What follows belongs to an exercise in optimizing a design on an open flow for small area, a short achievable clock period and few clock cycles per item; a production flow would make more cautious choices. RTL that was checked went through simulation tests only; none was proved equivalent to the original. Power and IR drop assume default switching activity.

==> 02-12: inputs <==
==> flow/design.v <==
module mips_multicycle #(
  parameter logic [31:0] RESET_PC = 32'h0000_0000,
  parameter int          ADDR_W   = 32
) (
  input  logic              clk,
  input  logic              reset,
  output logic              mem_req,
  output logic              mem_we,
  output logic [ADDR_W-1:0] mem_addr,
  output logic [31:0]       mem_wdata,
  input  logic [31:0]       mem_rdata,
  input  logic              mem_ready,
  output logic [31:0]       pc,
  output logic              retire,
  output logic              halted
);
  logic        go, halt_r, ret_r;
  logic [31:2] fpc;                   
  logic [31:0] rf [32];
  logic [31:1] rv;
  logic        dv;
  logic [31:0] ir;
  logic [31:2] dpc4;
  logic        ev, e_ill, e_br, e_lw, e_sw, e_wen, e_imm, e_sub, e_fa, e_fb;
  logic        e_ssum, e_sand, e_sor, e_sslt, e_ssll, e_ssrl, e_sb;
  logic [4:0]  e_rd;
  logic [15:0] e_i16;
  logic [31:0] ea, eb;
  logic [31:2] e_npc;
  logic        wv, w_lw, w_sw, w_wen;
  logic [4:0]  w_rd;
  logic [31:0] w_res, mar;
  logic port_d, adv, wdone;
  assign port_d    = wv & (w_lw | w_sw);
  assign mem_req   = go & ~halt_r;
  assign mem_we    = port_d & w_sw;
  assign mem_addr  = port_d ? mar[ADDR_W-1:0] : {fpc, 2'b00};
  assign mem_wdata = w_res;
  assign adv       = go & ~halt_r & ~port_d & mem_ready;
  assign wdone     = port_d & mem_ready;
  assign pc        = {fpc, 2'b00};
  assign retire    = ret_r;
  assign halted    = halt_r;
  logic [5:0]  d_op, d_fn;
  logic [4:0]  d_rs, d_rt, d_rd;
  logic        d_rtype, d_fnok, d_addi, d_lw, d_sw, d_beq, d_j, d_ill, d_wen, d_same;
  logic [31:2] d_tgt;
  assign d_op    = ir[31:26];
  assign d_fn    = ir[5:0];
  assign d_rs    = ir[25:21];
  assign d_rt    = ir[20:16];
  assign d_rtype = d_op == 6'h00;
  assign d_fnok  = d_fn == 6'h20 || d_fn == 6'h22 || d_fn == 6'h24 || d_fn == 6'h25 ||
                   d_fn == 6'h2a || d_fn == 6'h00 || d_fn == 6'h02;
  assign d_addi  = d_op == 6'h08;
  assign d_lw    = d_op == 6'h23;
  assign d_sw    = d_op == 6'h2b;
  assign d_beq   = d_op == 6'h04;
  assign d_j     = d_op == 6'h02;
  assign d_ill   = ~((d_rtype & d_fnok) | d_addi | d_lw | d_sw | d_beq | d_j);
  assign d_rd    = d_rtype ? ir[15:11] : d_rt;
  assign d_wen   = ((d_rtype & d_fnok) | d_addi | d_lw) & (d_rd != 5'd0);
  assign d_same  = d_beq & (d_rs == d_rt);
  assign d_tgt   = dpc4 + {{14{ir[15]}}, ir[15:0]};
  logic [31:0] rd_a, rd_b, alu_res, fwd_a, fwd_b;
  logic        fea, feb, fwa, fwb;
  logic [31:0] rvx;
  assign rvx  = {rv, 1'b0};
  assign rd_a = rvx[d_rs] ? rf[d_rs] : 32'd0;
  assign rd_b = rvx[d_rt] ? rf[d_rt] : 32'd0;
  assign fea  = ev & e_wen & (e_rd == d_rs);
  assign feb  = ev & e_wen & (e_rd == d_rt);
  assign fwa  = wv & w_wen & (w_rd == d_rs);
  assign fwb  = wv & w_wen & (w_rd == d_rt);
  assign fwd_a = fea ? alu_res : fwa ? w_res : rd_a;
  assign fwd_b = feb ? alu_res : fwb ? w_res : rd_b;
  logic [31:0] opb, sum, sh_l, sh_r;
  logic [32:0] sum33;
  logic        slt, e_take, e_halt;
  assign opb   = e_imm ? {{16{e_i16[15]}}, e_i16} : (e_sub ? ~eb : eb);
  assign sum33 = {ea, e_sub} + {opb, e_sub};
  assign sum   = sum33[32:1];
  assign slt   = (ea[31] ^ eb[31]) ? ea[31] : sum[31];
  assign sh_l  = eb << e_i16[10:6];
  assign sh_r  = eb >> e_i16[10:6];
  assign alu_res = ({32{e_ssum}} & sum) | ({32{e_sand}} & (ea & eb)) |
                   ({32{e_sor}} & (ea | eb)) | {31'd0, e_sslt & slt} |
                   ({32{e_ssll}} & sh_l) | ({32{e_ssrl}} & sh_r) | ({32{e_sb}} & eb);
  assign e_take = ev & e_br & (ea == eb);
  assign e_halt = ev & e_ill;
  logic [31:2] fpc4;
  logic        f_j;
  assign fpc4 = fpc + 30'd1;
  assign f_j  = mem_rdata[31:26] == 6'h02;
  always_ff @(posedge clk or posedge reset) begin
    if (reset) begin
      go     <= 1'b0;
      halt_r <= 1'b0;
      ret_r  <= 1'b0;
      fpc    <= RESET_PC[31:2];
      dv     <= 1'b0;
      ev     <= 1'b0;
      wv     <= 1'b0;
      rv     <= '0;
    end else begin
      go    <= 1'b1;
      ret_r <= adv & ev & ~e_ill;
      if (wv & w_wen & (~w_lw | mem_ready)) rv[w_rd] <= 1'b1;
      if (adv) begin
        if (e_halt) begin
          halt_r <= 1'b1;
          fpc    <= e_npc;
        end else if (e_take) fpc <= e_npc;
        else if (dv & d_same) fpc <= d_tgt;
        else if (f_j) fpc <= {fpc4[31:28], mem_rdata[25:0]};
        else fpc <= fpc4;
        dv <= ~(e_take | e_halt | (dv & d_same));
        ev <= dv & ~(e_take | e_halt);
        wv <= ev & ~e_ill;
      end else if (wdone) wv <= 1'b0;
    end
  end
  always_ff @(posedge clk) begin
    if (wv & w_wen & (~w_lw | mem_ready)) rf[w_rd] <= w_lw ? mem_rdata : w_res;
    if (adv) begin
      ir     <= mem_rdata;
      dpc4   <= fpc4;
      e_ill  <= d_ill;
      e_br   <= d_beq & ~d_same;
      e_lw   <= d_lw;
      e_sw   <= d_sw;
      e_wen  <= d_wen;
      e_imm  <= d_addi | d_lw | d_sw;
      e_sub  <= d_rtype & (d_fn == 6'h22 || d_fn == 6'h2a);
      e_ssum <= d_addi | (d_rtype & (d_fn == 6'h20 || d_fn == 6'h22));
      e_sand <= d_rtype & d_fn == 6'h24;
      e_sor  <= d_rtype & d_fn == 6'h25;
      e_sslt <= d_rtype & d_fn == 6'h2a;
      e_ssll <= d_rtype & d_fn == 6'h00;
      e_ssrl <= d_rtype & d_fn == 6'h02;
      e_sb   <= d_sw;
      e_rd   <= d_rd;
      e_i16  <= ir[15:0];
      e_npc  <= d_beq ? d_tgt : dpc4;
      e_fa   <= ev & e_lw & e_wen & (e_rd == d_rs);
      e_fb   <= ev & e_lw & e_wen & (e_rd == d_rt);
      ea     <= fwd_a;
      eb     <= fwd_b;
      w_lw   <= e_lw;
      w_sw   <= e_sw;
      w_wen  <= e_wen;
      w_rd   <= e_rd;
      w_res  <= alu_res;
      mar    <= sum;
    end else if (wdone & w_lw) begin
      if (e_fa) ea <= mem_rdata;
      if (e_fb) eb <= mem_rdata;
    end
  end
endmodule
==> flow/run.sh <==
#!/bin/bash
# synth_recipe.tcl (not shown) runs the flow's synth.tcl, then flattens the netlist and writes it again
# the make line also repeats each setting of config.mk as NAME=value (left out here)
make -C /OpenROAD-flow-scripts/flow DESIGN_CONFIG=/design/flow/config.mk WORK_HOME=/design/flow/orfs CLKGATE_MAP_FILE= SYNTH_SCRIPT=/design/flow/synth_recipe.tcl finish
==> flow/config.mk <==
export PLATFORM = sky130hd
export DESIGN_NAME = mips_multicycle
export DESIGN_NICKNAME = mips_multicycle
export VERILOG_FILES = /design/flow/design.v
export SDC_FILE = /design/flow/constraint.sdc
export NUM_CORES = 4
export LEC_CHECK = 0
export CAP_MARGIN = 20
export CORE_MARGIN = 2
export CORE_UTILIZATION = 25
export PLACE_DENSITY = 0.35
export SLEW_MARGIN = 20
==> flow/constraint.sdc <==
create_clock -name core_clock -period 7.0 [get_ports {clk}]
set_input_delay 1.4000 -clock core_clock [delete_from_list [all_inputs] [get_ports {clk}]]
set_output_delay 1.4000 -clock core_clock [all_outputs]
set_load 0.01 [all_outputs]
==> 07-23 (differences from 02-12) <==
--- a/flow/design.v
+++ b/flow/design.v
@@ -18,3 +18,3 @@
   logic [31:2] fpc;                   
-  logic [31:0] rf [32];
+  logic [31:0] rf [1:31];
   logic [31:1] rv;
@@ -66,6 +66,13 @@
   logic        fea, feb, fwa, fwb;
-  logic [31:0] rvx;
-  assign rvx  = {rv, 1'b0};
-  assign rd_a = rvx[d_rs] ? rf[d_rs] : 32'd0;
-  assign rd_b = rvx[d_rt] ? rf[d_rt] : 32'd0;
+  logic [31:1] sel_a, sel_b;
+  always_comb begin
+    rd_a = '0;
+    rd_b = '0;
+    for (int i = 1; i < 32; i++) begin
+      sel_a[i] = rv[i] & (d_rs == 5'(i));
+      sel_b[i] = rv[i] & (d_rt == 5'(i));
+      rd_a = rd_a | (rf[i] & {32{sel_a[i]}});
+      rd_b = rd_b | (rf[i] & {32{sel_b[i]}});
+    end
+  end
   assign fea  = ev & e_wen & (e_rd == d_rs);
@@ -107,3 +114,3 @@
       ret_r <= adv & ev & ~e_ill;
-      if (wv & w_wen & (~w_lw | mem_ready)) rv[w_rd] <= 1'b1;
+      if (rf_we) rv[w_rd] <= 1'b1;
       if (adv) begin
@@ -122,4 +129,12 @@
   end
+  logic        rf_we;
+  logic [31:0] rf_wd;
+  assign rf_we = wv & w_wen & (~w_lw | mem_ready);
+  assign rf_wd = w_lw ? mem_rdata : w_res;
+  for (genvar i = 1; i < 32; i++) begin : g_rf
+    logic we_i;
+    assign we_i = rf_we & (w_rd == 5'(i));
+    always_ff @(posedge clk) rf[i] <= (rf_wd & {32{we_i}}) | (rf[i] & ~{32{we_i}});
+  end
   always_ff @(posedge clk) begin
-    if (wv & w_wen & (~w_lw | mem_ready)) rf[w_rd] <= w_lw ? mem_rdata : w_res;
     if (adv) begin
- SETUP_SLACK_MARGIN: default -> 3
==> results.txt <==
02-12 finished clean. 07-23 passed the timing, design-rule and antenna checks.
Of 07-23 and 02-12, 07-23 has the higher worst hold slack (gap 11 ps).
In 07-23 the non-clock buffer count is higher than in 02-12, by 146.
In 07-23 the first-iteration DRC count is larger than in 02-12, by 130%.
Synthesized area: 02-12 is higher than 07-23 (9.9%).
Final cell count: 02-12 is lower than 07-23 (about 3%).
Between 07-23 and 02-12, the lower cell area is in 07-23 (gap 6.4%, measured against 02-12).
Between 02-12 and 07-23, the lower worst setup slack is in 02-12 (gap 600 ps).
Of 02-12 and 07-23, 07-23 has the higher global-route usage (gap 9.5 points).
==> figures <==
                                                                          02-12      07-23
Run status                                     no timing/DRC/antenna violations  no timing/DRC/antenna violations
Fin crit period                                                         4787 ps    4182 ps
Placed cells                                                              8,434      8,614
Final nets                                                                4,998      5,548
Reg2Reg Capture Point                                                    ea[31]     ea[15]
Via count of the first global-routing pass                               46,411     53,211
Maximum cell stage delay along the critical path                        1010 ps     690 ps
Worst hold slack                                                       466.3 ps   477.2 ps
Clock power frac                                                          34.1%      38.4%
Power of the clock network                                            0.00876 W  0.00858 W
Number of rows in the core area                                             197        187
Share of final layout cell area taken by clock buffers and inverters     6.471%     6.740%
Max Fclk                                                              208.9 MHz  239.1 MHz
Complex-gate fraction of the synthesized area                            6.597%     18.35%
Antenna diodes                                                               15         13
Layout-to-synthesis area ratio                                          1.1691x    1.2021x
Number of ordinary and repair buffers in the finished layout                316        462
Met1 demand-to-capacity share in global routing                          27.43%     36.48%
Testbench counts of 02-12, summed over its fixed seeds: cycles 85,212, instrs 63,884.
The RTL of 07-23 was laid out without a check of its function.

-- separate check: timing with driven ports --
The flow's constraints put no driver on any port. The routed layouts listed below were extracted and timed again, unchanged, in two steps.
Step 1, drivers: a clkbuf_16 drives clk and a buf_2 each remaining input, both assumed.
Step 2 also shifts input and output timing later by t, the mid clock arrival at the registers, as if the neighbouring blocks saw the same clock.
Slacks: no drivers / after step 1 / after step 2; pairs: no drivers / after step 1.
| run | shift t [ns] | slack for setup (ns) | latest minus earliest clock arrival (ns) |
|---|---|---|---|
| 02-12 | 0.877 | 2.213 / 2.213 / 2.213 | 0.089 / 0.089 |
| 07-23 | 0.929 | 2.818 / 2.818 / 2.107 | 0.081 / 0.080 |
After both steps every run listed still meets setup and hold. The setup slack of 07-23, which loses most, moves by 0.000 ns with the drivers and by -0.711 ns with both steps.
